This is an optimization exercise on Yosys and OpenROAD, whose aim is small area, not a production implementation. At most, simulation tests tie the RTL to the original design; equivalence was not proved. No functional check of the RTL was part of run 4. No activity file was given, so power comes from the tool's default toggle rates.

==> flow/design.v, too long to show whole: its modules and the start of the top module <==
// module esc_pid: 1427 lines
// module esc_fa: 10 lines
// module esc_ha: 9 lines
// module esc_top: 354 lines
module esc_top #(
  parameter int tick_div = 64,
  parameter int debounce = 3
) (
  input  logic                              clk,
  input  logic                              reset,
  input  logic [esc_pkg::axil_addr_w-1:0]   awaddr,
  input  logic                              awvalid,
  output logic                              awready,
  input  logic [esc_pkg::axil_data_w-1:0]   wdata,
  input  logic [esc_pkg::axil_data_w/8-1:0] wstrb,
  input  logic                              wvalid,
  output logic                              wready,
  output logic [1:0]                        bresp,
  output logic                              bvalid,
  input  logic                              bready,
  input  logic [esc_pkg::axil_addr_w-1:0]   araddr,
  input  logic                              arvalid,
  output logic                              arready,
  output logic [esc_pkg::axil_data_w-1:0]   rdata,
  output logic [1:0]                        rresp,
  output logic                              rvalid,
  input  logic                              rready,
  input  logic                              encoder_a,
  input  logic                              encoder_b,
  input  logic                              pwm_en,
  output logic                              motor_positive,
  output logic                              motor_negative
);
  // ...
==> flow/run.sh <==
#!/bin/bash
# synth_recipe.tcl (not shown) runs the flow's synth.tcl, then flattens the netlist and writes it again
# the make line also repeats each setting of config.mk as NAME=value (left out here)
make -C /OpenROAD-flow-scripts/flow DESIGN_CONFIG=/design/flow/config.mk WORK_HOME=/design/flow/orfs CLKGATE_MAP_FILE= SYNTH_SCRIPT=/design/flow/synth_recipe.tcl finish
==> flow/config.mk <==
export PLATFORM = sky130hd
export DESIGN_NAME = esc_top
export DESIGN_NICKNAME = esc_top
export VERILOG_FILES = /design/flow/design.v
export SDC_FILE = /design/flow/constraint.sdc
export NUM_CORES = 4
export LEC_CHECK = 0
export ABC_AREA = 1
export CAP_MARGIN = 20
export CORE_MARGIN = 2
export CORE_UTILIZATION = 40
export CTS_BUF_LIST = sky130_fd_sc_hd__clkbuf_16
export CTS_CLUSTER_DIAMETER = 100
export CTS_CLUSTER_SIZE = 30
export SLEW_MARGIN = 20
export SYNTH_HIERARCHICAL = 1
==> flow/constraint.sdc <==
create_clock -name core_clock -period 20.0 [get_ports {clk}]
set_input_delay 4.0000 -clock core_clock [delete_from_list [all_inputs] [get_ports {clk}]]
set_output_delay 4.0000 -clock core_clock [all_outputs]
set_load 0.01 [all_outputs]
==> run summary, run 1 <==
- Reg power frac: 57.3%
- Multi-input gate count: between 1000 and 1500
- Main power group: sequential cells
- ANT cells: 0
- Post-DP HPWL: 39500 µm
- Hold WS: 0.341 ns
- Largest register FFs: 24
- Seq. cell area: 0.00611 mm²
- Critical path depth in cells: 57
- Global routing usage on met2: 33.6%
- Final net count: 2646
- Post CTS Setup Buffer Count: 0
- Max-cap viol count: 0
- Hold EP: raw_s[2]$_DFF_P_
- Wire length of the first global-routing pass: approximately 79000 µm
- Status: no timing/DRC/antenna violations
- Buffering overhead: 4.73%
- P_clk: 0.000400 W
- H-tree depth: 1
- Design Area, Final: 0.0210 mm²
- RSZ-0062 raised after global routing: false
- Total Power: 0.00102 W
- Initial antenna violation count: 0
- Regs by FF count: rd_q: 24 flops, error_q: 17 flops, prev_error_n: 17 flops
- Worst-Margin Slew: 0.943 ns
- Worst vdd ir: 56.2 µV
- DRT antenna net count: 0
- Finished Core Util: between 40 and 50%
- CP arrival: 19.07 ns
- PD cells: 48.3 mW/mm²
- Critical path startpoint: period_ref[0]$_SDFFE_PP0P_
- Final wirelength: 49000 µm
- Sequential cell area share: 29.0%
==> run 2: changes to the inputs <==
--- a/flow/config.mk
+++ b/flow/config.mk
@@ -10,7 +10,7 @@
 export CORE_MARGIN = 2
 export CORE_UTILIZATION = 40
-export CTS_BUF_LIST = sky130_fd_sc_hd__clkbuf_16
-export CTS_CLUSTER_DIAMETER = 100
-export CTS_CLUSTER_SIZE = 30
+export CTS_BUF_LIST = sky130_fd_sc_hd__clkbuf_8
+export CTS_CLUSTER_DIAMETER = 60
+export CTS_CLUSTER_SIZE = 15
 export SLEW_MARGIN = 20
 export SYNTH_HIERARCHICAL = 1
==> run 2 against run 1 <==
Compared with the run above:
- final cell count grew 0.66%
- flip-flop and latch count is the same
- clock-buffer cell count rose by 12
- clock skew about the same
- critical path type unchanged
==> run summary, run 2 <==
- Core area: 0.0476 mm² (unchanged)
- Clock tree buffer depth: 3 (unchanged)
- Final hold vios: 0 (unchanged)
- Synthesized instance count: 2223 (unchanged)
- Slew margin rel.: 36.6% (was 37.1%)
- Leak Pwr: 7.95 nW (about the same)
- Hold_sp: raw_meta[2]$_DFF_P_ (unchanged)
- Status: no timing/DRC/antenna violations (unchanged)
- Clk Latency, worst-skew pair: 0.64 ns (was 0.53 ns)
- Die Ht: 223 µm (unchanged)
- Fmax: 53.2 MHz (was 53.0 MHz)
- Vias in the first global route: 14601 (was 14419)
- Routability congestion estimate: 0.900 (unchanged)
- Die W: 223 µm (unchanged)
- Filler Cell Count: 4756 (was 4725)
- Post CTS Setup Buffer Count: 0 (unchanged)
- Final net count: 2658 (was 2646)
- Wire length of the first global-routing pass: 79100 µm (was 78600 µm)
- Tcrit/Tclk final: 93.9% (was 94.3%)
- Largest Register: rd_q (unchanged)
- Critical path startpoint: period_ref[0]$_SDFFE_PP0P_ (unchanged)
- Top cell by count, worst path: fa_1 (unchanged)
- Finished Core Util: 44.1% (was 44.2%)
- Worst-Margin Slew: 0.952 ns (was 0.943 ns)
- Initial Utilization: 40.4% (unchanged)
- Share of layout cells above drive strength 1: 4.80% (was 4.08%)
- Resized Gates After CTS: 0 (unchanged)
- Commonest non-fill, non-tap cell in the layout: nand2_1 (unchanged)
- Regs by FF count: rd_q: 24 flops, error_q: 17 flops, prev_error_n: 17 flops (unchanged)
- Worst hold path type: reg -> reg (unchanged)
- CTS tree: done (unchanged)
- Worst vdd ir: 42.4 µV (was 56.2 µV)
- CP Class: reg -> reg (unchanged)
- Post-CTS Hold Buffers: 0 (unchanged)
- Gr ovfl total: 0 (unchanged)
- PD cells: 47.2 mW/mm² (was 48.3 mW/mm²)
- CTS sink cnt: 285 (unchanged)
- Iteration-0 DRC Markers: 868 (was 944)
- Max Slew Vio Count: 0 (unchanged)
- Crit-path max FO: 14 (unchanged)
- Number of buffers created by CTS: 28 (was 16)
- Initial DRT Pass Iterations: 5 (unchanged)
- Setup TNS: 0 ns (unchanged)
- Warnings, synthesis: 9 (unchanged)
- H-tree depth: 1 (unchanged)
- DRC Markers: 0 (unchanged)
- Worst-path clk slew: 0.10 ns (was 0.12 ns)
- Max-cap viol count: 0 (unchanged)
- Initial antenna violation count: 0 (unchanged)
- Post-DP HPWL: 39500 µm (unchanged)
- Min cycle time layout: 18.79 ns (was 18.85 ns)
- Crit path max-delay cell type: nor2_1 (unchanged)
- Crit start category: flip-flop (unchanged)
- Routed WL per cell: 17.0 µm (was 17.1 µm)
- Most frequent cells in the layout: 430 x nand2_1, 360 x inv_1, 253 x nor2_1, 245 x dfxtp_1, 232 x fa_1 (was 430 x nand2_1, 358 x inv_1, 253 x nor2_1, 245 x dfxtp_1, 232 x fa_1)
- Mapped cell area: 0.0193 mm² (unchanged)
- Syn avg cell area: 8.66 µm² (unchanged)
- Via count: 14256 (was 14244)
- ANT cells: 0 (unchanged)
- Die Area: 0.0499 mm² (unchanged)
- CP Capture Type: flip-flop (unchanged)
- Final wirelength: 49200 µm (was 49000 µm)
- Boundary Pins: 105 (unchanged)
- RSZ-0062 raised after global routing: false (unchanged)
- Largest register FFs: 24 (unchanged)
- CP arrival: 19.11 ns (was 19.07 ns)
- Clk_skew: 0.0321 ns (was 0.0316 ns)
- CP max stage delay: 0.68 ns (was 0.69 ns)
- Final setup violation count: 0 (unchanged)
- Multi-input logic area: 0.0112 mm² (unchanged)
- Reg2Reg Launch Point: period_ref[0]$_SDFFE_PP0P_ (unchanged)
- Seq. cell area: 0.00611 mm² (unchanged)
- Total Power: 0.000990 W (was 0.00102 W)
- GRT Overall Usage: 20.1% (was 19.9%)
- DRT antenna net count: 0 (unchanged)
- Root Driver: clkbuf_8 (was clkbuf_16)
- # rows: 80 (unchanged)
- # port buffers: 85 (unchanged)
- Synth-to-layout area growth: 9.10% (was 9.30%)
- Largest net degree at the start of global routing: 103 (unchanged)
- DR vias/cell: 4.94 (was 4.96)
- Req. time, crit path: 20.32 ns (was 20.22 ns)
-- run 2: cell types whose count changed in the layout (fill, tap and decap cells not counted), moves of 3 or more --
cell,before,now
clkbuf_8,0,30
inv_8,0,3
clkbuf_16,18,0
clkinv_4,0,3
-- run 2: layout make-up --
| class | count | area share, % |
|---|---|---|
| Clock buffer | 30 | 1.97 |
| Clock inverter | 17 | 0.626 |
| Inverter | 363 | 6.49 |
| Multi-Input combinational cell | 1473 | 53.4 |
| Sequential cell | 285 | 29.1 |
| Tap cell | 615 | 3.66 |
| Timing Repair Buffer | 105 | 4.74 |
-- run 2: report_power, final --
group	switching, W	total, W	internal (W)
Clock	0.000228	0.000374	0.000146
Combinational	0.0000186	0.0000337	0.0000151
Sequential	0.00000153	0.000583	0.000581
-- run 2: path summary, 6_finish.rpt --
kind	cells after the start	slack, ns	end
setup / recovery	57	1.21	rd_q[9]$_DFFE_PP_
hold / removal	0	0.34	raw_s[2]$_DFF_P_
setup reg to reg	57	1.21	rd_q[9]$_DFFE_PP_
hold reg to reg	0	0.34	raw_s[2]$_DFF_P_
-- run 2: worst max-delay path, delay by kind of cell (launching register included) --
kind                       cells  cell delay, ns
buffers and inverters          8            1.17
adders and majority gates     34           13.89
AOI/OAI and AO/OA              4            0.68
DFF                            1            0.37
xor gates and xnor gates       3            0.57
muxes                          1            0.37
and+or+nand+nor                7            1.39
-- run 2: through the flow --
stage	worst slack [ns]	hold slack [ns]	std cells	instance area, µm²
floorplan	3.20	0.310	2232	19300
global placement	1.54	0.313	2841	20500
detailed placement	1.27	0.319	2841	20500
CTS	1.24	0.344	2888	21000
global route	0.337	0.347	2888	21000
finish	1.21	0.337	2888	21000
-- run 2: metal layers --
metal	GRT usage, %	part of all wire (%)
met2	33.4	47
met1	28.2	46
met5	0	0
met4	4.30	1.6
met3	2.48	4.9
==> run 3: changes to the inputs <==
==> flow/flow/run.sh (new file) <==
#!/bin/bash
# Layout flow: the standard flow (standard.sh, unchanged synthesis),
# with two settings passed to ORFS's make:
#  - the input and output port buffers are sky130_fd_sc_hd__buf_1 (the
#    standard flow's buffer_ports picks a larger delay buffer);
#  - clock tree synthesis without dummy loads, with its own buffer list and
#    sink clustering (the standard flow's CTS_ARGS replaces ORFS's default arguments).
# Each tool's full output is in the ORFS logs under orfs/logs/, and make's
# output in flow_make.log in this folder.
set -euo pipefail
cd "$(dirname "$0")/.."
bash standard.sh \
  "BUFFER_PORTS_ARGS=-buffer_cell sky130_fd_sc_hd__buf_1" \
  "CTS_ARGS=-sink_clustering_enable -repair_clock_nets -dont_use_dummy_load -buf_list sky130_fd_sc_hd__clkbuf_8 -sink_clustering_size 15 -sink_clustering_max_diameter 60" \
  finish > flow_make.log 2>&1
==> flow/standard.sh (new file) <==
#!/bin/bash
# synth_recipe.tcl (not shown) runs the flow's synth.tcl, then flattens the netlist and writes it again
# the make line also repeats each setting of config.mk as NAME=value (left out here)
make -C /OpenROAD-flow-scripts/flow DESIGN_CONFIG=/design/flow/config.mk WORK_HOME=/design/flow/orfs CLKGATE_MAP_FILE= SYNTH_SCRIPT=/design/flow/synth_recipe.tcl "${@:-finish}"
--- a/flow/config.mk
+++ b/flow/config.mk
@@ -10,7 +10,4 @@
 export CORE_MARGIN = 2
 export CORE_UTILIZATION = 40
-export CTS_BUF_LIST = sky130_fd_sc_hd__clkbuf_8
-export CTS_CLUSTER_DIAMETER = 60
-export CTS_CLUSTER_SIZE = 15
 export SLEW_MARGIN = 20
 export SYNTH_HIERARCHICAL = 1
removed: flow/run.sh
==> run 3 against run 2 <==
Compared with the run above:
- clock power down 18%
- register-to-register slack better by 0.47 ns
- flip-flop and latch count is the same
- largest power group unchanged
- critical path depth grew 1
- still clean
- design area shrank 3.3%
==> run summary, run 3 <==
- Status: no timing/DRC/antenna violations (unchanged)
- Clock tree buffer depth: 3 (unchanged)
- Tcrit/Tclk final: 91.6% (was 93.9%)
- Mapped cell area: 0.0193 mm² (unchanged)
- CP Capture Type: flip-flop (unchanged)
- CTS tree: done (unchanged)
- Clk_skew: 0.0988 ns (was 0.0321 ns)
- CP arrival: 18.60 ns (was 19.11 ns)
- Final wirelength: 49000 µm (was 49200 µm)
- Die Ht: 223 µm (unchanged)
- Crit path max-delay cell type: fa_1 (was nor2_1)
- Post-CTS Hold Buffers: 0 (unchanged)
- Root Driver: clkbuf_8 (unchanged)
- Resized Gates After CTS: 0 (unchanged)
- Worst hold path type: reg -> reg (unchanged)
- Final hold vios: 0 (unchanged)
- Die W: 223 µm (unchanged)
- Synth-to-layout area growth: 5.52% (was 9.10%)
- Iteration-0 DRC Markers: 966 (was 868)
- Die Area: 0.0499 mm² (unchanged)
- Syn avg cell area: 8.66 µm² (unchanged)
- CP Class: reg -> reg (unchanged)
- Post-place setup slack: 1.70 ns (was 1.27 ns)
- CP max stage delay: 0.58 ns (was 0.68 ns)
- Regs by FF count: rd_q: 24 flops, error_q: 17 flops, prev_error_n: 17 flops (unchanged)
- PD cells: 45.0 mW/mm² (was 47.2 mW/mm²)
- Initial antenna violation count: 1 (was 0)
- Largest register FFs: 24 (unchanged)
- DR vias/cell: 4.96 (was 4.94)
- Slew margin rel.: 29.1% (was 36.6%)
- Most frequent cells in the layout: 430 x nand2_1, 355 x inv_1, 254 x nor2_1, 245 x dfxtp_1, 232 x fa_1 (was 430 x nand2_1, 360 x inv_1, 253 x nor2_1, 245 x dfxtp_1, 232 x fa_1)
- # rows: 80 (unchanged)
- Leak Pwr: 7.63 nW (was 7.95 nW)
- Initial Utilization: 40.4% (unchanged)
- Vias in the first global route: 14473 (was 14601)
- Max-cap viol count: 0 (unchanged)
- Fmax: 54.6 MHz (was 53.2 MHz)
- # port buffers: 85 (unchanged)
- Crit start category: flip-flop (unchanged)
- Core area: 0.0476 mm² (unchanged)
- RSZ-0062 raised after global routing: false (unchanged)
- Warnings, synthesis: 9 (unchanged)
- DRT antenna net count: 0 (unchanged)
- Post-DP HPWL: 39500 µm (about the same)
- Initial DRT Pass Iterations: 7 (was 5)
- Hold WS: 0.340 ns (was 0.337 ns)
- Routability congestion estimate: 0.881 (was 0.900)
- CP top delay family: adder cells (unchanged)
- Worst-path clk slew: 0.10 ns (about the same)
- Top cell by count, worst path: fa_1 (unchanged)
- Largest Register: rd_q (unchanged)
- Largest net degree at the start of global routing: 103 (unchanged)
- Synthesized instance count: 2223 (unchanged)
- Gr ovfl total: 0 (unchanged)
- CP bufs+invs: 9 (was 8)
- Total Power: 0.000915 W (was 0.000990 W)
- Share of layout cells above drive strength 1: 4.21% (was 4.80%)
- Filler Cell Count: 4772 (was 4756)
- Max Slew Vio Count: 0 (unchanged)
- DRC Markers: 0 (unchanged)
- Worst-Margin Slew: 1.05 ns (was 0.952 ns)
- Post-route setup slack: 1.69 ns (was 1.21 ns)
- Setup TNS: 0 ns (unchanged)
- H-tree depth: 1 (unchanged)
- CTS sink cnt: 285 (unchanged)
- Min cycle time layout: 18.31 ns (was 18.79 ns)
- Routed WL per cell: 17.1 µm (was 17.0 µm)
- Req. time, crit path: 20.29 ns (was 20.32 ns)
- Via count: 14225 (was 14256)
- Commonest non-fill, non-tap cell in the layout: nand2_1 (unchanged)
- GRT Overall Usage: 20.1% (about the same)
- Wire length of the first global-routing pass: 79200 µm (was 79100 µm)
- Worst vdd ir: 53.6 µV (was 42.4 µV)
- Clk Latency, worst-skew pair: 0.63 ns (was 0.64 ns)
- Crit-path max FO: 19 (was 14)
- Number of buffers created by CTS: 26 (was 28)
- Final net count: 2658 (unchanged)
- Final setup violation count: 0 (unchanged)
- Boundary Pins: 105 (unchanged)
- Post CTS Setup Buffer Count: 0 (unchanged)
[run 3: final cells by class]
cell class,instances,area [µm²],area share [%]
multi-input combinational,1473,11200,55.3
sequential,285,6110,30.1
inverter,363,1360,6.71
tap,615,769,3.79
timing repair buffer,107,485,2.39
clock buffer,26,358,1.76
antenna,1,2.50,0.0123
[run 3: final timing paths]
check	start	end	slack, ns	cells after the start
max	period_ref[0]$_SDFFE_PP0P_	rd_q[9]$_DFFE_PP_	1.69	58
min	raw_meta[1]$_DFF_P_	raw_s[1]$_DFF_P_	0.34	0
max reg2reg	period_ref[0]$_SDFFE_PP0P_	rd_q[9]$_DFFE_PP_	1.69	58
min reg2reg	raw_meta[1]$_DFF_P_	raw_s[1]$_DFF_P_	0.34	0
[run 3: routing by layer]
| layer | global-route usage [%] | wire length (µm) | vias up |
|---|---|---|---|
| met5 | 0 | 0 | - |
| met3 | 2.08 | 2430 | 67 |
| met4 | 4.54 | 1050 | 0 |
| li1 | - | - | 6929 |
| met2 | 33.5 | 22900 | 335 |
| met1 | 28.3 | 22700 | 6894 |
[run 3: power by group]
group / total, W / leakage [nW] / internal (W) / switching, W
Sequential: 0.000583 / 2.35 / 0.000581 / 0.00000147
Clock: 0.000307 / 0.187 / 0.000116 / 0.000191
Combinational: 0.0000255 / 5.09 / 0.00000684 / 0.0000186
Total: 0.000915 / 7.63 / 0.000704 / 0.000211
[run 3: metrics by stage]
step	std cells	instance area, µm²	util [%]
after CTS	2869	20300	42.6
after global placement	2843	20000	41.9
after detailed placement	2843	20000	41.9
after floorplan	2232	19300	-
after global routing	2870	20300	42.6
final	2870	20300	42.6
==> module esc_top, before the edit <==
module esc_top #(
  parameter int tick_div = 64,
  parameter int debounce = 3
) (
  input  logic                              clk,
  input  logic                              reset,
  input  logic [esc_pkg::axil_addr_w-1:0]   awaddr,
  input  logic                              awvalid,
  output logic                              awready,
  input  logic [esc_pkg::axil_data_w-1:0]   wdata,
  input  logic [esc_pkg::axil_data_w/8-1:0] wstrb,
  input  logic                              wvalid,
  output logic                              wready,
  output logic [1:0]                        bresp,
  output logic                              bvalid,
  input  logic                              bready,
  input  logic [esc_pkg::axil_addr_w-1:0]   araddr,
  input  logic                              arvalid,
  output logic                              arready,
  output logic [esc_pkg::axil_data_w-1:0]   rdata,
  output logic [1:0]                        rresp,
  output logic                              rvalid,
  input  logic                              rready,
  input  logic                              encoder_a,
  input  logic                              encoder_b,
  input  logic                              pwm_en,
  output logic                              motor_positive,
  output logic                              motor_negative
);
  logic [15:0] pwm_period;
  logic [15:0] period_ref;
  logic [7:0]  kp;
  logic [7:0]  ki;
  logic [7:0]  ctrl_byte;    
  logic        aw_rdy;       
  logic        b_err;
  logic        r_err;
  logic [23:0] rd_q;         
  logic        resp_busy;
  logic        wr_hs;
  logic        rd_hs;
  logic        wr_err;
  logic        rd_err;
  logic [23:0] rd_word;
  logic [15:0] meas_period;
  logic [15:0] duty;
  logic [15:0] duty_now;
  logic [7:0]  kp_active;
  assign resp_busy = bvalid || rvalid;   
  assign wr_hs     = aw_rdy && awvalid && wvalid;
  assign rd_hs     = arready && arvalid;
  always_comb begin
    case (awaddr)
      8'h00, 8'h04, 8'h08, 8'h10, 8'h14, 8'h18: wr_err = 1'b0;   
      default:                                  wr_err = 1'b1;
    endcase
  end
  always_comb begin
    rd_err = 1'b0;
    case (araddr)
      8'h00:   rd_word = {8'b0, pwm_period};
      8'h04:   rd_word = {8'b0, period_ref};
      8'h08:   rd_word = {ctrl_byte, ki, kp};
      8'h10:   rd_word = {8'b0, meas_period};
      8'h14:   rd_word = {8'b0, duty_now};
      8'h18:   rd_word = {16'b0, kp_active};
      default: begin
        rd_word = '0;
        rd_err  = 1'b1;
      end
    endcase
  end
  always_ff @(posedge clk) begin
    if (reset) begin
      aw_rdy  <= 1'b0;
      bvalid  <= 1'b0;
      b_err   <= 1'b0;
      arready <= 1'b0;
      rvalid  <= 1'b0;
      r_err   <= 1'b0;
    end else begin
      aw_rdy  <= awvalid && wvalid && !aw_rdy && !resp_busy;   
      arready <= arvalid && !arready && !resp_busy;
      if (wr_hs) begin
        bvalid <= 1'b1;
        b_err  <= wr_err;
      end else if (bready) begin
        bvalid <= 1'b0;
      end
      if (rd_hs) begin
        rvalid <= 1'b1;
        r_err  <= rd_err;
      end else if (rready) begin
        rvalid <= 1'b0;
      end
    end
  end
  assign awready = aw_rdy;
  assign wready  = aw_rdy;
  assign bresp   = {b_err, 1'b0};
  assign rresp   = {r_err, 1'b0};
  always_ff @(posedge clk) begin
    if (rd_hs) begin
      rd_q <= rd_word;
    end
  end
  assign rdata = {8'b0, rd_q};
  always_ff @(posedge clk) begin
    if (reset) begin
      pwm_period <= '0;
      period_ref <= '0;
      kp         <= '0;
      ki         <= '0;
      ctrl_byte  <= '0;
    end else if (wr_hs) begin
      case (awaddr)
        8'h00: begin
          if (wstrb[0]) pwm_period[7:0]  <= wdata[7:0];
          if (wstrb[1]) pwm_period[15:8] <= wdata[15:8];
        end
        8'h04: begin
          if (wstrb[0]) period_ref[7:0]  <= wdata[7:0];
          if (wstrb[1]) period_ref[15:8] <= wdata[15:8];
        end
        8'h08: begin
          if (wstrb[0]) kp        <= wdata[7:0];
          if (wstrb[1]) ki        <= wdata[15:8];
          if (wstrb[2]) ctrl_byte <= wdata[23:16];
        end
        default: ;
      endcase
    end
  end
  localparam int n_in  = 3;   
  localparam int cnt_w = (tick_div > 1) ? $clog2(tick_div) : 1;
  logic [cnt_w-1:0]    div_cnt;
  logic [cnt_w-1:0]    div_inc;
  logic                tick_now;
  logic                started;    
  logic                tick0, tick1, tick2, tick3;
  logic [n_in-1:0]     raw_meta;
  logic [n_in-1:0]     raw_s;
  logic [debounce-1:0] shift [n_in];
  logic [n_in-1:0]     level;
  logic                enc_a, enc_b, pwm_en_lvl;
  assign tick_now = (div_cnt == cnt_w'(tick_div - 1));
  always_comb begin
    logic c;
    c = 1'b1;
    for (int i = 0; i < cnt_w; i++) begin
      div_inc[i] = div_cnt[i] ^ c;
      c          = c & div_cnt[i];
    end
  end
  assign tick0 = started && (div_cnt == cnt_w'(0));
  assign tick1 = started && (div_cnt == cnt_w'(1));
  assign tick2 = started && (div_cnt == cnt_w'(2));
  assign tick3 = started && (div_cnt == cnt_w'(3));
  always_ff @(posedge clk) begin
    raw_meta <= {encoder_a, encoder_b, pwm_en};   
    raw_s    <= raw_meta;
  end
  always_ff @(posedge clk) begin
    if (reset) begin
      div_cnt <= '0;
      started <= 1'b0;
      level   <= '0;
      for (int i = 0; i < n_in; i++) begin
        shift[i] <= '0;
      end
    end else begin
      div_cnt <= tick_now ? '0 : div_inc;
      if (tick_now) begin
        started <= 1'b1;
        for (int i = 0; i < n_in; i++) begin
          shift[i] <= {shift[i][debounce-2:0], raw_s[i]};
          if (shift[i] == '0 || shift[i] == '1) begin
            level[i] <= shift[i][0];   
          end
        end
      end
    end
  end
  assign enc_a      = level[2];
  assign enc_b      = level[1];
  assign pwm_en_lvl = level[0];
  typedef enum logic [1:0] {ph_idle, ph_high, ph_low} phase_t;
  phase_t      phase;
  logic [15:0] tick_cnt;
  logic [15:0] tick_inc;
  logic        tick_sat;
  logic [1:0]  ab_prev;
  logic [1:0]  ab_cur;
  logic [1:0]  dir;         
  logic [1:0]  dir_next;
  assign ab_cur = {enc_a, enc_b};
  always_comb begin
    case ({ab_prev, ab_cur})
      4'b00_10, 4'b10_11, 4'b11_01, 4'b01_00: dir_next = 2'd1;   
      4'b00_01, 4'b01_11, 4'b11_10, 4'b10_00: dir_next = 2'd2;   
      default:                                dir_next = dir;
    endcase
  end
  always_comb begin
    logic c;
    c = 1'b1;
    for (int i = 0; i < 16; i++) begin
      tick_inc[i] = tick_cnt[i] ^ c;
      c           = c & tick_cnt[i];
    end
    tick_sat = c;   
  end
  always_ff @(posedge clk) begin
    if (reset) begin
      phase       <= ph_idle;
      ab_prev     <= '0;
      meas_period <= '0;
      dir         <= '0;
    end else if (tick0) begin
      ab_prev <= ab_cur;
      if (pwm_en_lvl) dir <= dir_next;
      case (phase)
        ph_idle: if (enc_a) phase <= ph_high;   
        ph_high: if (!enc_a) phase <= ph_low;
        default: if (enc_a) begin
          meas_period <= tick_cnt;   
          phase       <= ph_high;
        end
      endcase
    end
  end
  always_ff @(posedge clk) begin
    if (tick0) begin
      if (enc_a && (phase == ph_idle || phase == ph_low)) begin
        tick_cnt <= 16'd1;
      end else if (phase != ph_idle && !tick_sat) begin
        tick_cnt <= tick_inc;   
      end
    end
  end
  logic [11:0] integral;      
  logic [16:0] prev_error_n;  
  logic [16:0] error;
  logic [11:0] integ_next;
  logic [7:0]  kp_sel;
  logic [3:0]  ki_hi;
  logic [2:0]  kd_hi;
  logic [14:0] acc_l_next;
  logic [10:0] acc_u_next;
  logic        acc_c_next;
  logic [15:0] duty_next;
  logic [16:0] error_q;
  logic [3:0]  ki_q;
  logic [2:0]  kd_q;
  logic [15:0] pwm_q;
  logic [14:0] acc_l;
  logic [10:0] acc_u;
  logic        acc_c;
  esc_pid pid_i (
    .step2      (tick2),
    .override   (ctrl_byte[7]),
    .kp, .ki,
    .kd         (ctrl_byte[6:0]),
    .period_ref, .meas_period,
    .integral, .prev_error_n, .kp_active,
    .ki_q, .kd_q, .error_q, .pwm_q, .acc_l, .acc_u, .acc_c,
    .error, .integ_next, .kp_sel, .ki_hi, .kd_hi,
    .acc_l_next, .acc_u_next, .acc_c_next, .duty_next
  );
  always_ff @(posedge clk) begin
    error_q <= error;
    ki_q    <= ki_hi;
    kd_q    <= kd_hi;
    pwm_q   <= pwm_period;
    acc_l   <= acc_l_next;
    acc_u   <= acc_u_next;
    acc_c   <= acc_c_next;
  end
  always_ff @(posedge clk) begin
    if (reset) begin
      integral  <= '0;
      kp_active <= '0;
    end else if (tick1) begin
      integral  <= integ_next;
      kp_active <= kp_sel;   
    end
  end
  always_ff @(posedge clk) begin
    if (reset) begin
      prev_error_n <= '1;
      duty         <= '0;
    end else if (tick2) begin
      prev_error_n <= ~error_q;
      duty         <= duty_next;
    end
  end
  assign duty_now = tick2 ? duty_next : duty;
  logic [15:0] pwm_cnt;
  logic [15:0] pwm_inc;
  logic        cnt_ge;    
  logic        cnt_lt;    
  logic        pwm_bit;
  logic        drive_on;
  logic        pos_next;
  logic        neg_next;
  assign drive_on = pwm_en_lvl && (pwm_period != '0);
  always_comb begin
    logic c;
    c      = 1'b1;
    cnt_ge = 1'b1;
    cnt_lt = 1'b0;
    for (int i = 0; i < 16; i++) begin
      pwm_inc[i] = pwm_cnt[i] ^ c;
      c          = c & pwm_cnt[i];
      cnt_ge     = (pwm_cnt[i] & ~pwm_q[i]) | (~(pwm_cnt[i] ^ pwm_q[i]) & cnt_ge);
      cnt_lt     = (~pwm_cnt[i] & duty[i]) | (~(pwm_cnt[i] ^ duty[i]) & cnt_lt);
    end
  end
  always_comb begin
    pos_next = 1'b0;
    neg_next = 1'b0;
    if (drive_on) begin
      case (dir)
        2'd1: pos_next = pwm_bit;
        2'd2: neg_next = pwm_bit;
        default: begin
          if (period_ref[15]) begin   
            neg_next = pwm_bit;
          end else begin
            pos_next = pwm_bit;
          end
        end
      endcase
    end
  end
  always_ff @(posedge clk) begin
    if (reset) begin
      motor_positive <= 1'b0;
      motor_negative <= 1'b0;
    end else if (tick2) begin
      motor_positive <= pos_next;
      motor_negative <= neg_next;
    end
  end
  always_ff @(posedge clk) begin
    if (reset) begin
      pwm_cnt <= '0;
      pwm_bit <= 1'b0;
    end else if (tick3) begin
      pwm_cnt <= cnt_ge ? '0 : pwm_inc;   
      pwm_bit <= cnt_lt;
    end
  end
endmodule
==> run 4: changes to the inputs <==
--- a/flow/design.v
+++ b/flow/design.v
@@ -52,44 +52,297 @@
 `default_nettype wire
 `default_nettype none
-module esc_pid (
-  input  logic        step2,
-  input  logic        override,
-  input  logic [7:0]  kp,
-  input  logic [7:0]  ki,
-  input  logic [6:0]  kd,
-  input  logic [15:0] period_ref,
-  input  logic [15:0] meas_period,
-  input  logic [11:0] integral,
-  input  logic [16:0] prev_error_n,   
-  input  logic [7:0]  kp_active,
-  input  logic [3:0]  ki_q,
-  input  logic [2:0]  kd_q,
-  input  logic [16:0] error_q,
-  input  logic [15:0] pwm_q,
-  input  logic [14:0] acc_l,
-  input  logic [10:0] acc_u,
-  input  logic        acc_c,
-  output logic [16:0] error,
-  output logic [11:0] integ_next,
-  output logic [7:0]  kp_sel,
-  output logic [3:0]  ki_hi,
-  output logic [2:0]  kd_hi,
-  output logic [14:0] acc_l_next,
-  output logic [10:0] acc_u_next,
-  output logic        acc_c_next,
-  output logic [15:0] duty_next
+module esc_fa (
+  input  logic a,
+  input  logic b,
+  input  logic c,
+  output logic s,
+  output logic co
+);
+  assign s  = a ^ b ^ c;
+  assign co = (a & b) | (a & c) | (b & c);
+endmodule
+module esc_ha (
+  input  logic a,
+  input  logic b,
+  output logic s,
+  output logic co
+);
+  assign s  = a ^ b;
+  assign co = a & b;
+endmodule
+`default_nettype wire
+`default_nettype none
+module esc_top #(
+  parameter int tick_div = 64,
+  parameter int debounce = 3
+) (
+  input  logic                              clk,
+  input  logic                              reset,
+  input  logic [esc_pkg::axil_addr_w-1:0]   awaddr,
+  input  logic                              awvalid,
+  output logic                              awready,
+  input  logic [esc_pkg::axil_data_w-1:0]   wdata,
+  input  logic [esc_pkg::axil_data_w/8-1:0] wstrb,
+  input  logic                              wvalid,
+  output logic                              wready,
+  output logic [1:0]                        bresp,
+  output logic                              bvalid,
+  input  logic                              bready,
+  input  logic [esc_pkg::axil_addr_w-1:0]   araddr,
+  input  logic                              arvalid,
+  output logic                              arready,
+  output logic [esc_pkg::axil_data_w-1:0]   rdata,
+  output logic [1:0]                        rresp,
+  output logic                              rvalid,
+  input  logic                              rready,
+  input  logic                              encoder_a,
+  input  logic                              encoder_b,
+  input  logic                              pwm_en,
+  output logic                              motor_positive,
+  output logic                              motor_negative
 );
+  logic [15:0] pwm_period;
+  logic [15:0] period_ref;
+  logic [7:0]  kp;
+  logic [7:0]  ki;
+  logic [7:0]  ctrl_byte;    
+  logic        aw_rdy;       
+  logic        b_err;
+  logic        r_err;
+  logic [23:0] rd_q;         
+  logic        resp_busy;
+  logic        wr_hs;
+  logic        rd_hs;
+  logic        wr_err;
+  logic        rd_err;
+  logic [23:0] rd_word;
+  logic [15:0] meas_period;
+  logic [15:0] duty;
+  logic [15:0] duty_now;
+  logic [7:0]  kp_active;
+  assign resp_busy = bvalid || rvalid;   
+  assign wr_hs     = aw_rdy && awvalid && wvalid;
+  assign rd_hs     = arready && arvalid;
+  always_comb begin
+    case (awaddr)
+      8'h00, 8'h04, 8'h08, 8'h10, 8'h14, 8'h18: wr_err = 1'b0;   
+      default:                                  wr_err = 1'b1;
+    endcase
+  end
+  always_comb begin
+    rd_err = 1'b0;
+    case (araddr)
+      8'h00:   rd_word = {8'b0, pwm_period};
+      8'h04:   rd_word = {8'b0, period_ref};
+      8'h08:   rd_word = {ctrl_byte, ki, kp};
+      8'h10:   rd_word = {8'b0, meas_period};
+      8'h14:   rd_word = {8'b0, duty_now};
+      8'h18:   rd_word = {16'b0, kp_active};
+      default: begin
+        rd_word = '0;
+        rd_err  = 1'b1;
+      end
+    endcase
+  end
+  always_ff @(posedge clk) begin
+    if (reset) begin
+      aw_rdy  <= 1'b0;
+      bvalid  <= 1'b0;
+      b_err   <= 1'b0;
+      arready <= 1'b0;
+      rvalid  <= 1'b0;
+      r_err   <= 1'b0;
+    end else begin
+      aw_rdy  <= awvalid && wvalid && !aw_rdy && !resp_busy;   
+      arready <= arvalid && !arready && !resp_busy;
+      if (wr_hs) begin
+        bvalid <= 1'b1;
+        b_err  <= wr_err;
+      end else if (bready) begin
+        bvalid <= 1'b0;
+      end
+      if (rd_hs) begin
+        rvalid <= 1'b1;
+        r_err  <= rd_err;
+      end else if (rready) begin
+        rvalid <= 1'b0;
+      end
+    end
+  end
+  assign awready = aw_rdy;
+  assign wready  = aw_rdy;
+  assign bresp   = {b_err, 1'b0};
+  assign rresp   = {r_err, 1'b0};
+  always_ff @(posedge clk) begin
+    if (rd_hs) begin
+      rd_q <= rd_word;
+    end
+  end
+  assign rdata = {8'b0, rd_q};
+  always_ff @(posedge clk) begin
+    if (reset) begin
+      pwm_period <= '0;
+      period_ref <= '0;
+      kp         <= '0;
+      ki         <= '0;
+      ctrl_byte  <= '0;
+    end else if (wr_hs) begin
+      case (awaddr)
+        8'h00: begin
+          if (wstrb[0]) pwm_period[7:0]  <= wdata[7:0];
+          if (wstrb[1]) pwm_period[15:8] <= wdata[15:8];
+        end
+        8'h04: begin
+          if (wstrb[0]) period_ref[7:0]  <= wdata[7:0];
+          if (wstrb[1]) period_ref[15:8] <= wdata[15:8];
+        end
+        8'h08: begin
+          if (wstrb[0]) kp        <= wdata[7:0];
+          if (wstrb[1]) ki        <= wdata[15:8];
+          if (wstrb[2]) ctrl_byte <= wdata[23:16];
+        end
+        default: ;
+      endcase
+    end
+  end
+  localparam int n_in  = 3;   
+  localparam int cnt_w = (tick_div > 1) ? $clog2(tick_div) : 1;
+  logic [cnt_w-1:0]    div_cnt;
+  logic [cnt_w-1:0]    div_inc;
+  logic                tick_now;
+  logic                started;    
+  logic                tick0, tick1, tick2, tick3;
+  logic [n_in-1:0]     raw_meta;
+  logic [n_in-1:0]     raw_s;
+  logic [debounce-1:0] shift [n_in];
+  logic [n_in-1:0]     level;
+  logic                enc_a, enc_b, pwm_en_lvl;
+  assign tick_now = (div_cnt == cnt_w'(tick_div - 1));
+  always_comb begin
+    logic c;
+    c = 1'b1;
+    for (int i = 0; i < cnt_w; i++) begin
+      div_inc[i] = div_cnt[i] ^ c;
+      c          = c & div_cnt[i];
+    end
+  end
+  assign tick0 = started && (div_cnt == cnt_w'(0));
+  assign tick1 = started && (div_cnt == cnt_w'(1));
+  assign tick2 = started && (div_cnt == cnt_w'(2));
+  assign tick3 = started && (div_cnt == cnt_w'(3));
+  always_ff @(posedge clk) begin
+    raw_meta <= {encoder_a, encoder_b, pwm_en};   
+    raw_s    <= raw_meta;
+  end
+  always_ff @(posedge clk) begin
+    if (reset) begin
+      div_cnt <= '0;
+      started <= 1'b0;
+      level   <= '0;
+      for (int i = 0; i < n_in; i++) begin
+        shift[i] <= '0;
+      end
+    end else begin
+      div_cnt <= tick_now ? '0 : div_inc;
+      if (tick_now) begin
+        started <= 1'b1;
+        for (int i = 0; i < n_in; i++) begin
+          shift[i] <= {shift[i][debounce-2:0], raw_s[i]};
+          if (shift[i] == '0 || shift[i] == '1) begin
+            level[i] <= shift[i][0];   
+          end
+        end
+      end
+    end
+  end
+  assign enc_a      = level[2];
+  assign enc_b      = level[1];
+  assign pwm_en_lvl = level[0];
+  typedef enum logic [1:0] {ph_idle, ph_high, ph_low} phase_t;
+  phase_t      phase;
+  logic [15:0] tick_cnt;
+  logic [15:0] tick_inc;
+  logic        tick_sat;
+  logic [1:0]  ab_prev;
+  logic [1:0]  ab_cur;
+  logic [1:0]  dir;         
+  logic [1:0]  dir_next;
+  assign ab_cur = {enc_a, enc_b};
+  always_comb begin
+    case ({ab_prev, ab_cur})
+      4'b00_10, 4'b10_11, 4'b11_01, 4'b01_00: dir_next = 2'd1;   
+      4'b00_01, 4'b01_11, 4'b11_10, 4'b10_00: dir_next = 2'd2;   
+      default:                                dir_next = dir;
+    endcase
+  end
+  always_comb begin
+    logic c;
+    c = 1'b1;
+    for (int i = 0; i < 16; i++) begin
+      tick_inc[i] = tick_cnt[i] ^ c;
+      c           = c & tick_cnt[i];
+    end
+    tick_sat = c;   
+  end
+  always_ff @(posedge clk) begin
+    if (reset) begin
+      phase       <= ph_idle;
+      ab_prev     <= '0;
+      meas_period <= '0;
+      dir         <= '0;
+    end else if (tick0) begin
+      ab_prev <= ab_cur;
+      if (pwm_en_lvl) dir <= dir_next;
+      case (phase)
+        ph_idle: if (enc_a) phase <= ph_high;   
+        ph_high: if (!enc_a) phase <= ph_low;
+        default: if (enc_a) begin
+          meas_period <= tick_cnt;   
+          phase       <= ph_high;
+        end
+      endcase
+    end
+  end
+  always_ff @(posedge clk) begin
+    if (tick0) begin
+      if (enc_a && (phase == ph_idle || phase == ph_low)) begin
+        tick_cnt <= 16'd1;
+      end else if (phase != ph_idle && !tick_sat) begin
+        tick_cnt <= tick_inc;   
+      end
+    end
+  end
+  logic [11:0] integral;      
+  logic [16:0] prev_error_n;  
+  logic [16:0] error;
+  logic [11:0] integ_next;
+  logic [7:0]  kp_sel;
+  logic [3:0]  ki_hi;
+  logic [2:0]  kd_hi;
+  logic [14:0] acc_l_next;
+  logic [10:0] acc_u_next;
+  logic        acc_c_next;
+  logic [15:0] duty_next;
+  logic [16:0] error_q;
+  logic [3:0]  ki_q;
+  logic [2:0]  kd_q;
+  logic [15:0] pwm_q;
+  logic [14:0] acc_l;
+  logic [10:0] acc_u;
+  logic        acc_c;
   logic [7:0]  kps;
   logic [7:0]  kis;
   logic [6:0]  kds;
+  logic        step2;
   logic        pid_lt1;
   logic        pid_gt;
   logic [15:0] pid_lo;
-  assign kps    = kp & {8{override}};
-  assign kis    = ki & {8{override}};
-  assign kds    = kd & {7{override}};
-  assign kp_sel = {kps[7:1], kp[0] | ~override};
+  assign kps    = kp & {8{ctrl_byte[7]}};
+  assign kis    = ki & {8{ctrl_byte[7]}};
+  assign kds    = ctrl_byte[6:0] & {7{ctrl_byte[7]}};
+  assign kp_sel = {kps[7:1], kp[0] | ~ctrl_byte[7]};
   assign ki_hi  = kis[7:4];
   assign kd_hi  = kds[6:4];
+  assign step2  = tick2;
   logic w1;
   logic w2;
@@ -1478,295 +1731,4 @@
     end
   end
-endmodule
-module esc_fa (
-  input  logic a,
-  input  logic b,
-  input  logic c,
-  output logic s,
-  output logic co
-);
-  assign s  = a ^ b ^ c;
-  assign co = (a & b) | (a & c) | (b & c);
-endmodule
-module esc_ha (
-  input  logic a,
-  input  logic b,
-  output logic s,
-  output logic co
-);
-  assign s  = a ^ b;
-  assign co = a & b;
-endmodule
-`default_nettype wire
-`default_nettype none
-module esc_top #(
-  parameter int tick_div = 64,
-  parameter int debounce = 3
-) (
-  input  logic                              clk,
-  input  logic                              reset,
-  input  logic [esc_pkg::axil_addr_w-1:0]   awaddr,
-  input  logic                              awvalid,
-  output logic                              awready,
-  input  logic [esc_pkg::axil_data_w-1:0]   wdata,
-  input  logic [esc_pkg::axil_data_w/8-1:0] wstrb,
-  input  logic                              wvalid,
-  output logic                              wready,
-  output logic [1:0]                        bresp,
-  output logic                              bvalid,
-  input  logic                              bready,
-  input  logic [esc_pkg::axil_addr_w-1:0]   araddr,
-  input  logic                              arvalid,
-  output logic                              arready,
-  output logic [esc_pkg::axil_data_w-1:0]   rdata,
-  output logic [1:0]                        rresp,
-  output logic                              rvalid,
-  input  logic                              rready,
-  input  logic                              encoder_a,
-  input  logic                              encoder_b,
-  input  logic                              pwm_en,
-  output logic                              motor_positive,
-  output logic                              motor_negative
-);
-  logic [15:0] pwm_period;
-  logic [15:0] period_ref;
-  logic [7:0]  kp;
-  logic [7:0]  ki;
-  logic [7:0]  ctrl_byte;    
-  logic        aw_rdy;       
-  logic        b_err;
-  logic        r_err;
-  logic [23:0] rd_q;         
-  logic        resp_busy;
-  logic        wr_hs;
-  logic        rd_hs;
-  logic        wr_err;
-  logic        rd_err;
-  logic [23:0] rd_word;
-  logic [15:0] meas_period;
-  logic [15:0] duty;
-  logic [15:0] duty_now;
-  logic [7:0]  kp_active;
-  assign resp_busy = bvalid || rvalid;   
-  assign wr_hs     = aw_rdy && awvalid && wvalid;
-  assign rd_hs     = arready && arvalid;
-  always_comb begin
-    case (awaddr)
-      8'h00, 8'h04, 8'h08, 8'h10, 8'h14, 8'h18: wr_err = 1'b0;   
-      default:                                  wr_err = 1'b1;
-    endcase
-  end
-  always_comb begin
-    rd_err = 1'b0;
-    case (araddr)
-      8'h00:   rd_word = {8'b0, pwm_period};
-      8'h04:   rd_word = {8'b0, period_ref};
-      8'h08:   rd_word = {ctrl_byte, ki, kp};
-      8'h10:   rd_word = {8'b0, meas_period};
-      8'h14:   rd_word = {8'b0, duty_now};
-      8'h18:   rd_word = {16'b0, kp_active};
-      default: begin
-        rd_word = '0;
-        rd_err  = 1'b1;
-      end
-    endcase
-  end
-  always_ff @(posedge clk) begin
-    if (reset) begin
-      aw_rdy  <= 1'b0;
-      bvalid  <= 1'b0;
-      b_err   <= 1'b0;
-      arready <= 1'b0;
-      rvalid  <= 1'b0;
-      r_err   <= 1'b0;
-    end else begin
-      aw_rdy  <= awvalid && wvalid && !aw_rdy && !resp_busy;   
-      arready <= arvalid && !arready && !resp_busy;
-      if (wr_hs) begin
-        bvalid <= 1'b1;
-        b_err  <= wr_err;
-      end else if (bready) begin
-        bvalid <= 1'b0;
-      end
-      if (rd_hs) begin
-        rvalid <= 1'b1;
-        r_err  <= rd_err;
-      end else if (rready) begin
-        rvalid <= 1'b0;
-      end
-    end
-  end
-  assign awready = aw_rdy;
-  assign wready  = aw_rdy;
-  assign bresp   = {b_err, 1'b0};
-  assign rresp   = {r_err, 1'b0};
-  always_ff @(posedge clk) begin
-    if (rd_hs) begin
-      rd_q <= rd_word;
-    end
-  end
-  assign rdata = {8'b0, rd_q};
-  always_ff @(posedge clk) begin
-    if (reset) begin
-      pwm_period <= '0;
-      period_ref <= '0;
-      kp         <= '0;
-      ki         <= '0;
-      ctrl_byte  <= '0;
-    end else if (wr_hs) begin
-      case (awaddr)
-        8'h00: begin
-          if (wstrb[0]) pwm_period[7:0]  <= wdata[7:0];
-          if (wstrb[1]) pwm_period[15:8] <= wdata[15:8];
-        end
-        8'h04: begin
-          if (wstrb[0]) period_ref[7:0]  <= wdata[7:0];
-          if (wstrb[1]) period_ref[15:8] <= wdata[15:8];
-        end
-        8'h08: begin
-          if (wstrb[0]) kp        <= wdata[7:0];
-          if (wstrb[1]) ki        <= wdata[15:8];
-          if (wstrb[2]) ctrl_byte <= wdata[23:16];
-        end
-        default: ;
-      endcase
-    end
-  end
-  localparam int n_in  = 3;   
-  localparam int cnt_w = (tick_div > 1) ? $clog2(tick_div) : 1;
-  logic [cnt_w-1:0]    div_cnt;
-  logic [cnt_w-1:0]    div_inc;
-  logic                tick_now;
-  logic                started;    
-  logic                tick0, tick1, tick2, tick3;
-  logic [n_in-1:0]     raw_meta;
-  logic [n_in-1:0]     raw_s;
-  logic [debounce-1:0] shift [n_in];
-  logic [n_in-1:0]     level;
-  logic                enc_a, enc_b, pwm_en_lvl;
-  assign tick_now = (div_cnt == cnt_w'(tick_div - 1));
-  always_comb begin
-    logic c;
-    c = 1'b1;
-    for (int i = 0; i < cnt_w; i++) begin
-      div_inc[i] = div_cnt[i] ^ c;
-      c          = c & div_cnt[i];
-    end
-  end
-  assign tick0 = started && (div_cnt == cnt_w'(0));
-  assign tick1 = started && (div_cnt == cnt_w'(1));
-  assign tick2 = started && (div_cnt == cnt_w'(2));
-  assign tick3 = started && (div_cnt == cnt_w'(3));
-  always_ff @(posedge clk) begin
-    raw_meta <= {encoder_a, encoder_b, pwm_en};   
-    raw_s    <= raw_meta;
-  end
-  always_ff @(posedge clk) begin
-    if (reset) begin
-      div_cnt <= '0;
-      started <= 1'b0;
-      level   <= '0;
-      for (int i = 0; i < n_in; i++) begin
-        shift[i] <= '0;
-      end
-    end else begin
-      div_cnt <= tick_now ? '0 : div_inc;
-      if (tick_now) begin
-        started <= 1'b1;
-        for (int i = 0; i < n_in; i++) begin
-          shift[i] <= {shift[i][debounce-2:0], raw_s[i]};
-          if (shift[i] == '0 || shift[i] == '1) begin
-            level[i] <= shift[i][0];   
-          end
-        end
-      end
-    end
-  end
-  assign enc_a      = level[2];
-  assign enc_b      = level[1];
-  assign pwm_en_lvl = level[0];
-  typedef enum logic [1:0] {ph_idle, ph_high, ph_low} phase_t;
-  phase_t      phase;
-  logic [15:0] tick_cnt;
-  logic [15:0] tick_inc;
-  logic        tick_sat;
-  logic [1:0]  ab_prev;
-  logic [1:0]  ab_cur;
-  logic [1:0]  dir;         
-  logic [1:0]  dir_next;
-  assign ab_cur = {enc_a, enc_b};
-  always_comb begin
-    case ({ab_prev, ab_cur})
-      4'b00_10, 4'b10_11, 4'b11_01, 4'b01_00: dir_next = 2'd1;   
-      4'b00_01, 4'b01_11, 4'b11_10, 4'b10_00: dir_next = 2'd2;   
-      default:                                dir_next = dir;
-    endcase
-  end
-  always_comb begin
-    logic c;
-    c = 1'b1;
-    for (int i = 0; i < 16; i++) begin
-      tick_inc[i] = tick_cnt[i] ^ c;
-      c           = c & tick_cnt[i];
-    end
-    tick_sat = c;   
-  end
-  always_ff @(posedge clk) begin
-    if (reset) begin
-      phase       <= ph_idle;
-      ab_prev     <= '0;
-      meas_period <= '0;
-      dir         <= '0;
-    end else if (tick0) begin
-      ab_prev <= ab_cur;
-      if (pwm_en_lvl) dir <= dir_next;
-      case (phase)
-        ph_idle: if (enc_a) phase <= ph_high;   
-        ph_high: if (!enc_a) phase <= ph_low;
-        default: if (enc_a) begin
-          meas_period <= tick_cnt;   
-          phase       <= ph_high;
-        end
-      endcase
-    end
-  end
-  always_ff @(posedge clk) begin
-    if (tick0) begin
-      if (enc_a && (phase == ph_idle || phase == ph_low)) begin
-        tick_cnt <= 16'd1;
-      end else if (phase != ph_idle && !tick_sat) begin
-        tick_cnt <= tick_inc;   
-      end
-    end
-  end
-  logic [11:0] integral;      
-  logic [16:0] prev_error_n;  
-  logic [16:0] error;
-  logic [11:0] integ_next;
-  logic [7:0]  kp_sel;
-  logic [3:0]  ki_hi;
-  logic [2:0]  kd_hi;
-  logic [14:0] acc_l_next;
-  logic [10:0] acc_u_next;
-  logic        acc_c_next;
-  logic [15:0] duty_next;
-  logic [16:0] error_q;
-  logic [3:0]  ki_q;
-  logic [2:0]  kd_q;
-  logic [15:0] pwm_q;
-  logic [14:0] acc_l;
-  logic [10:0] acc_u;
-  logic        acc_c;
-  esc_pid pid_i (
-    .step2      (tick2),
-    .override   (ctrl_byte[7]),
-    .kp, .ki,
-    .kd         (ctrl_byte[6:0]),
-    .period_ref, .meas_period,
-    .integral, .prev_error_n, .kp_active,
-    .ki_q, .kd_q, .error_q, .pwm_q, .acc_l, .acc_u, .acc_c,
-    .error, .integ_next, .kp_sel, .ki_hi, .kd_hi,
-    .acc_l_next, .acc_u_next, .acc_c_next, .duty_next
-  );
   always_ff @(posedge clk) begin
     error_q <= error;
==> run 4 against run 3 <==
Compared with the run above:
- still clean on timing, DRC and antenna
- routed wire length is 2.4% lower
- global-route usage is 0.35 points lower
- sequential power is essentially flat
- non-clock buffer count increased by 4
- synthesized cell count fell by 3.2%
- sequential share of layout area is 0.25 points higher
- first-iteration DRC count decreased by 5.3%
- critical path depth is 1 lower
- highest routed layer unchanged
==> run summary, run 4 <==
- Status: no timing/DRC/antenna violations (unchanged)
- # rows: 79 (was 80)
- Gr ovfl total: 0 (unchanged)
- Final setup violation count: 0 (unchanged)
- Total Power: 0.000931 W (was 0.000915 W)
- Synthesized instance count: 2151 (was 2223)
- # port buffers: 85 (unchanged)
- Most frequent cells in the layout: 416 x nand2_1, 325 x inv_1, 245 x dfxtp_1, 232 x fa_1, 159 x a21oi_1 (was 430 x nand2_1, 355 x inv_1, 254 x nor2_1, 245 x dfxtp_1, 232 x fa_1)
- Via count: 14190 (was 14225)
- Worst-path clk slew: 0.09 ns (was 0.10 ns)
- Largest register FFs: 24 (unchanged)
- Synth cell types: 48
- Post-synthesis register bit count: 285
- Max Slew Vio Count: 0 (unchanged)
- Worst vdd ir: 45.9 µV (was 53.6 µV)
- Reg2reg end: rd_q[14]$_DFFE_PP_ (was rd_q[9]$_DFFE_PP_)
- Leak Pwr: 7.25 nW (was 7.63 nW)
- Hold WS: 0.325 ns (was 0.340 ns)
- CP max stage delay: 0.89 ns (was 0.58 ns)
- Iteration-0 DRC Markers: 915 (was 966)
- Hold EP: raw_s[1]$_DFF_P_ (unchanged)
- Largest Register: rd_q (unchanged)
- Initial antenna violation count: 0 (was 1)
- Hold Path Depth: 0 (unchanged)
- Non-filler cells, final: 2817 (was 2870)
- Commonest non-fill, non-tap cell in the layout: nand2_1 (unchanged)
- Clk Latency, worst-skew pair: 0.65 ns (was 0.63 ns)
- CTS tree: done (unchanged)
- Post CTS Setup Buffer Count: 0 (unchanged)
- CP Capture Type: flip-flop (unchanged)
- Vias in the first global route: 14430 (was 14473)
- Share of the synthesized area in the top cell type: between 20% and 30%
- Setup TNS: 0 ns (unchanged)
- Most used flip-flop cell after synthesis: dfxtp_1
- PD cells: 46.2 mW/mm² (was 45.0 mW/mm²)
- Regs by FF count: rd_q: 24 flops, error_q: 17 flops, prev_error_n: 17 flops (unchanged)
- Fmax: 52.4 MHz (was 54.6 MHz)
- Min cycle time layout: 19.10 ns (was 18.31 ns)
- Worst-Margin Slew: 1.10 ns (was 1.05 ns)
- Final wirelength: 47800 µm (was 49000 µm)
- DRT antenna net count: 0 (unchanged)
- Root Driver: clkbuf_8 (unchanged)
- Crit-path max FO: 17 (was 19)
- Max-cap viol count: 0 (unchanged)
- DP Cell Count: 2787 (was 2843)
- GRT Overall Usage: 19.7% (was 20.1%)
- DRC Markers: 0 (unchanged)
- Die W: 221 µm (was 223 µm)
- Routed WL per cell: 17.0 µm (was 17.1 µm)
- Initial Utilization: 40.5% (was 40.4%)
- Hold_sp: raw_meta[1]$_DFF_P_ (unchanged)
- Final net count: 2614 (was 2658)
- Boundary Pins: 105 (unchanged)
- Commonest cells post-synth: 416 x nand2_1, 327 x inv_1, 245 x dfxtp_1
- Top-count cell post-synth: nand2_1
- Resized Gates After CTS: 0 (unchanged)
- CP top delay family: adder cells (unchanged)
- Finished Core Util: 43.4% (was 42.6%)
- Routability congestion estimate: 0.908 (was 0.881)
- Slew margin rel.: 26.3% (was 29.1%)
- Core area: 0.0465 mm² (was 0.0476 mm²)
- Reg2reg setup slack: 0.90 ns (was 1.69 ns)
- Post-CTS Hold Buffers: 0 (unchanged)
- Post-DP HPWL: 37600 µm (was 39500 µm)
- Worst R2R Path Depth: 57 (was 58)
- EDFF count, synth: 40
- Initial DRT Pass Iterations: 5 (was 7)
- Die Ht: 221 µm (was 223 µm)
- Clk_skew: 0.0955 ns (was 0.0988 ns)
- Tcrit/Tclk final: 95.5% (was 91.6%)
- CP arrival: 19.44 ns (was 18.60 ns)
- RSZ-0062 raised after global routing: false (unchanged)
- Number of buffers created by CTS: 29 (was 26)
- Async set-or-reset flop fraction in the synthesized netlist: 0%
- Share of layout cells above drive strength 1: 4.16% (was 4.21%)
- Die Area: 0.0488 mm² (was 0.0499 mm²)
- Mapped cell area: 0.0188 mm² (was 0.0193 mm²)
- Wire length of the first global-routing pass: 77300 µm (was 79200 µm)
- Synth-to-layout area growth: 7.06% (was 5.52%)
- Synth top area cells: dfxtp_1 26%, fa_1 25%, nand2_1 8.3%
- Syn avg cell area: 8.75 µm² (was 8.66 µm²)
- Crit path max-delay cell type: nor2_1 (was fa_1)
- Warnings, synthesis: 8 (was 9)
- ANT cells: 0 (was 1)
- Worst hold path type: reg -> reg (unchanged)
- Cell accounting for the most synthesized area: dfxtp_1
- Final hold vios: 0 (unchanged)
- Crit start category: flip-flop (unchanged)
- DR vias/cell: 5.04 (was 4.96)
- Clock tree buffer depth: 3 (unchanged)
- H-tree depth: 1 (unchanged)
- Top cell by count, worst path: fa_1 (unchanged)
- Reg2Reg Launch Point: period_ref[0]$_SDFFE_PP0P_ (unchanged)
- CP bufs+invs: 7 (was 9)
- Largest net degree at the start of global routing: 83 (was 103)
- Req. time, crit path: 20.35 ns (was 20.29 ns)
- CTS sink cnt: 285 (unchanged)
- CP Class: reg -> reg (unchanged)
- Share of the yosys chip area belonging to registers: 32.4%
## run 4: logic make-up after synthesis
group / count (synthesis) / share of synthesized area (%)
buffers and inverters: 424 / 8.82
XOR/XNOR: 10 / 0.465
AO/OA/AOI/OAI: 371 / 10.6
flip-flops: 285 / 32.4
AND/OR/NAND/NOR: 720 / 15.8
other: 1 / 0.0199
adder cells (fa/ha/maj): 340 / 31.9
## run 4: how the worst max path moves through the flow
stage / end / startpoint / cells past startpoint
floorplan: rd_q[14]$_DFFE_PP_ / period_ref[0]$_SDFFE_PP0P_ / 59
global placement: rd_q[14]$_DFFE_PP_ / period_ref[0]$_SDFFE_PP0P_ / 57
detailed placement: rd_q[14]$_DFFE_PP_ / period_ref[0]$_SDFFE_PP0P_ / 57
CTS: rd_q[14]$_DFFE_PP_ / period_ref[0]$_SDFFE_PP0P_ / 57
global route: rd_q[14]$_DFFE_PP_ / period_ref[0]$_SDFFE_PP0P_ / 58
finish: rd_q[14]$_DFFE_PP_ / period_ref[0]$_SDFFE_PP0P_ / 57
## run 4: power breakdown
part	internal, W	switching [W]
registers	0.000581	0.00000119
logic	0.00000690	0.0000188
clock network	0.000128	0.000195
## run 4: cell type report
type	count	area (µm²)
repair buffers	111	515
inverters	334	1250
multi-input cells	1451	11100
well taps	607	759
flip-flops and latches	285	6110
fillers	4652	26300
clock buffers	29	399
## run 4: modules after synthesis (local to each module, per instance)
module,cells,flip-flops and latches
esc_fa,1,0
esc_ha,1,0
esc_top,1918,285
## run 4: metrics by stage
step	cell area [µm²]	setup WS, ns
5_1_grt	20100	0.140
3_5_place_dp	19700	1.11
2_1_floorplan	18900	3.27
4_1_cts	20100	1.03
6_report	20100	0.904
3_3_place_gp	19700	1.24
## run 4: layer usage
metal,part of all wire (%),up-vias,track usage [%]
li1,-,6894,-
met1,44,6881,26.3
met2,48,346,33.7
met3,5.4,69,2.64
met4,2.7,0,5.67
met5,0,-,0
==> run 5: changes to the inputs <==
--- a/flow/design.v
+++ b/flow/design.v
@@ -263,5 +263,5 @@
   logic [15:0] tick_cnt;
   logic [15:0] tick_inc;
-  logic        tick_sat;
+  logic        tick_sat;    
   logic [1:0]  ab_prev;
   logic [1:0]  ab_cur;
@@ -278,10 +278,10 @@
   always_comb begin
     logic c;
-    c = 1'b1;
+    c = tick0 && (phase != ph_idle);
     for (int i = 0; i < 16; i++) begin
       tick_inc[i] = tick_cnt[i] ^ c;
       c           = c & tick_cnt[i];
     end
-    tick_sat = c;   
+    tick_sat = c;
   end
   always_ff @(posedge clk) begin
@@ -305,10 +305,8 @@
   end
   always_ff @(posedge clk) begin
-    if (tick0) begin
-      if (enc_a && (phase == ph_idle || phase == ph_low)) begin
-        tick_cnt <= 16'd1;
-      end else if (phase != ph_idle && !tick_sat) begin
-        tick_cnt <= tick_inc;   
-      end
+    if (tick0 && enc_a && (phase == ph_idle || phase == ph_low)) begin
+      tick_cnt <= 16'd1;
+    end else begin
+      tick_cnt <= tick_inc | {16{tick_sat}};   
     end
   end
@@ -1770,5 +1768,5 @@
   always_comb begin
     logic c;
-    c      = 1'b1;
+    c      = tick3;   
     cnt_ge = 1'b1;
     cnt_lt = 1'b0;
@@ -1810,7 +1808,7 @@
       pwm_cnt <= '0;
       pwm_bit <= 1'b0;
-    end else if (tick3) begin
-      pwm_cnt <= cnt_ge ? '0 : pwm_inc;   
-      pwm_bit <= cnt_lt;
+    end else begin
+      pwm_cnt <= (tick3 && cnt_ge) ? '0 : pwm_inc;   
+      if (tick3) pwm_bit <= cnt_lt;
     end
   end
==> run 5 against run 4 <==
Compared with the run above:
- still clean
- total power fell by 1.6%
- sequential power down 0.7%
- clock-buffer cell count decreased by 2
- via count shrank 1.4%
- largest cell class unchanged
==> run summary, run 5 <==
- Req. time, crit path: 20.36 ns (was 20.35 ns)
- Iteration-0 DRC Markers: 1076 (was 915)
- Most used flip-flop cell after synthesis: dfxtp_1 (unchanged)
- Number of buffers created by CTS: 27 (was 29)
- Final wirelength: 47200 µm (was 47800 µm)
- Post-synthesis register bit count: 285 (unchanged)
- Die Area: 0.0481 mm² (was 0.0488 mm²)
- RSZ-0062 raised after global routing: false (unchanged)
- CP Class: reg -> reg (unchanged)
- Synthesized instance count: 2138 (was 2151)
- EDFF count, synth: 24 (was 40)
- Worst-path clk slew: 0.09 ns (about the same)
- Clock tree buffer depth: 3 (unchanged)
- Largest register FFs: 24 (unchanged)
- Max Slew Vio Count: 0 (unchanged)
- Clk Latency, worst-skew pair: 0.62 ns (was 0.65 ns)
- Vias in the first global route: 14040 (was 14430)
- Initial Utilization: 40.7% (was 40.5%)
- DRT antenna net count: 0 (unchanged)
- Status: no timing/DRC/antenna violations (unchanged)
- Syn avg cell area: 8.67 µm² (was 8.75 µm²)
- Post-CTS Hold Buffers: 0 (unchanged)
- Share of the synthesized area in the top cell type: 28.2% (was 26.1%)
- Hold Path Depth: 0 (unchanged)
- Most frequent cells in the layout: 426 x nand2_1, 334 x inv_1, 261 x dfxtp_1, 232 x fa_1, 168 x nor2_1 (was 416 x nand2_1, 325 x inv_1, 245 x dfxtp_1, 232 x fa_1, 159 x a21oi_1)
- CP arrival: 18.89 ns (was 19.44 ns)
- Mapped cell area: 0.0185 mm² (was 0.0188 mm²)
- Tcrit/Tclk final: 92.7% (was 95.5%)
- GRT Overall Usage: 20.1% (was 19.7%)
- Worst R2R Path Depth: 59 (was 57)
- Synth-to-layout area growth: 6.85% (was 7.06%)
- Resized Gates After CTS: 0 (unchanged)
- Share of the yosys chip area belonging to registers: 32.1% (was 32.4%)
- Async set-or-reset flop fraction in the synthesized netlist: 0% (unchanged)
- Max-cap viol count: 0 (unchanged)
- Share of layout cells above drive strength 1: 3.14% (was 4.16%)
- CP max stage delay: 0.57 ns (was 0.89 ns)
- ANT cells: 0 (unchanged)
- Worst-Margin Slew: 1.06 ns (was 1.10 ns)
- Crit-path max FO: 17 (unchanged)
- # rows: 78 (was 79)
- # port buffers: 85 (unchanged)
- Final net count: 2599 (was 2614)
- Post-DP HPWL: 37100 µm (was 37600 µm)
- Largest Register: rd_q (unchanged)
- Final setup violation count: 0 (unchanged)
- Root Driver: clkbuf_8 (unchanged)
- Reg2Reg Launch Point: period_ref[0]$_SDFFE_PP0P_ (unchanged)
- Top-count cell post-synth: nand2_1 (unchanged)
- Final hold vios: 0 (unchanged)
- Leak Pwr: 7.34 nW (was 7.25 nW)
- Boundary Pins: 105 (unchanged)
- Die W: 219 µm (was 221 µm)
- Setup TNS: 0 ns (unchanged)
- Initial antenna violation count: 0 (unchanged)
- Hold_sp: raw_meta[1]$_DFF_P_ (unchanged)
- Worst hold path type: reg -> reg (unchanged)
- Cell accounting for the most synthesized area: dfxtp_1 (unchanged)
- Regs by FF count: rd_q: 24 flops, error_q: 17 flops, prev_error_n: 17 flops (unchanged)
- CP Capture Type: flip-flop (unchanged)
- Min cycle time layout: 18.53 ns (was 19.10 ns)
- Gr ovfl total: 0 (unchanged)
- Commonest non-fill, non-tap cell in the layout: nand2_1 (unchanged)
- Via count: 13991 (was 14190)
- Hold EP: raw_s[1]$_DFF_P_ (unchanged)
- CTS sink cnt: 285 (unchanged)
- Commonest cells post-synth: 426 x nand2_1, 336 x inv_1, 261 x dfxtp_1 (was 416 x nand2_1, 327 x inv_1, 245 x dfxtp_1)
- Slew margin rel.: 27.5% (was 26.3%)
- PD cells: 46.3 mW/mm² (was 46.2 mW/mm²)
- DP Area: 0.0194 mm² (was 0.0197 mm²)
- Warnings, synthesis: 8 (unchanged)
- Synth top area cells: dfxtp_1 28%, fa_1 25%, nand2_1 8.6% (was dfxtp_1 26%, fa_1 25%, nand2_1 8.3%)
- Reg2reg setup slack: 1.47 ns (was 0.90 ns)
- Core area: 0.0456 mm² (was 0.0465 mm²)
- Routed WL per cell: 16.9 µm (was 17.0 µm)
- Fmax: 54.0 MHz (was 52.4 MHz)
- Reg2reg end: rd_q[10]$_DFFE_PP_ (was rd_q[14]$_DFFE_PP_)
- Die Ht: 219 µm (was 221 µm)
- H-tree depth: 1 (unchanged)
- Largest net degree at the start of global routing: 95 (was 83)
- DR vias/cell: 5.01 (was 5.04)
- CTS tree: done (unchanged)
- Crit path max-delay cell type: fa_1 (was nor2_1)
- Wire length of the first global-routing pass: 76200 µm (was 77300 µm)
- Crit start category: flip-flop (unchanged)
- Initial DRT Pass Iterations: 6 (was 5)
- Top cell by count, worst path: fa_1 (unchanged)
- Design Area, Final: 0.0198 mm² (was 0.0201 mm²)
- DRC Markers: 0 (unchanged)
- Clk_skew: 0.0531 ns (was 0.0955 ns)
- Synth cell types: 48 (unchanged)
- Finished Core Util: 43.5% (was 43.4%)
- Routability congestion estimate: 0.875 (was 0.908)
- Post CTS Setup Buffer Count: 0 (unchanged)
- Worst vdd ir: 52.0 µV (was 45.9 µV)
-- run 5: cell types whose count changed in the layout (fill, tap and decap cells not counted), moves of 11 or more --
cell | before | now
o22ai_1 | 22 | 9
a21oi_1 | 159 | 136
nor2_1 | 154 | 168
o21ai_0 | 148 | 166
edfxtp_1 | 40 | 24
dfxtp_1 | 245 | 261
nand3_1 | 69 | 58
-- run 5: metal layers --
layer  vias up  wire length [µm]  track usage [%]
met1      6724             21600             28.2
met5         -                 0                0
li1       6808                 -                -
met3        57              2480             2.33
met4         0              1020             4.86
met2       402             22100             33.2
-- run 5: modules after synthesis (local to each module, per instance) --
module   times used  flip-flops and latches
esc_fa          232                       0
esc_top           1                     285
esc_ha            1                       0
-- run 5: worst max path at each step --
stage	slack, ns	cells past startpoint	end	startpoint
after floorplan	3.32	58	rd_q[0]$_DFFE_PP_	period_ref[0]$_SDFFE_PP0P_
after global placement	1.66	59	rd_q[10]$_DFFE_PP_	period_ref[0]$_SDFFE_PP0P_
after detailed placement	1.62	59	rd_q[11]$_DFFE_PP_	period_ref[0]$_SDFFE_PP0P_
after CTS	1.53	59	rd_q[11]$_DFFE_PP_	period_ref[0]$_SDFFE_PP0P_
after global routing	0.52	59	rd_q[11]$_DFFE_PP_	period_ref[0]$_SDFFE_PP0P_
final	1.47	59	rd_q[10]$_DFFE_PP_	period_ref[0]$_SDFFE_PP0P_
-- run 5: cells by family (layout without fill, tap and decap cells) --
kind of cell	Yosys count	count (layout)	share of synthesized area, %
other	1	10	0.0202
adder cells (fa/ha/maj)	341	341	32.4
AND/OR/NAND/NOR	714	714	15.6
flip-flops	285	285	32.1
buffers and inverters	426	473	8.96
AO/OA/AOI/OAI	361	361	10.5
XOR/XNOR	10	10	0.473
-- run 5: report_power, final --
part	leakage [nW]	switching [W]	internal (W)
Sequential	2.34	0.00000141	0.000577
Clock	0.194	0.000193	0.000120
Combinational	4.80	0.0000181	0.00000704
Total	7.34	0.000212	0.000704
-- run 5: critical path, delay by kind of cell (launching register included) --
family / cells / cell delay [ns]
buf+inv: 8 / 1.28
xor+xnor: 3 / 0.68
flops: 1 / 0.32
fa+ha+maj: 34 / 13.67
simple gates: 11 / 1.92
compound gates: 3 / 0.40
-- run 5: layout make-up --
| class | instances | area, µm² |
|---|---|---|
| clock buffers | 27 | 372 |
| fillers | 4491 | 25800 |
| inverters | 342 | 1280 |
| multi-input cells | 1436 | 11000 |
| flip-flops and latches | 285 | 5950 |
| well taps | 600 | 751 |
| repair buffers | 104 | 463 |
-- run 5: per-stage QoR --
step	total power, W	hold WS, ns	instances	setup WS (ns)
finish	0.000916	0.334	2794	1.47
detailed placement	0.000617	0.313	2767	1.62
global placement	0.000616	0.310	2767	1.66
global route	0.000948	0.341	2794	0.519
floorplan	0.000607	0.310	2147	3.32
CTS	0.000926	0.335	2794	1.53
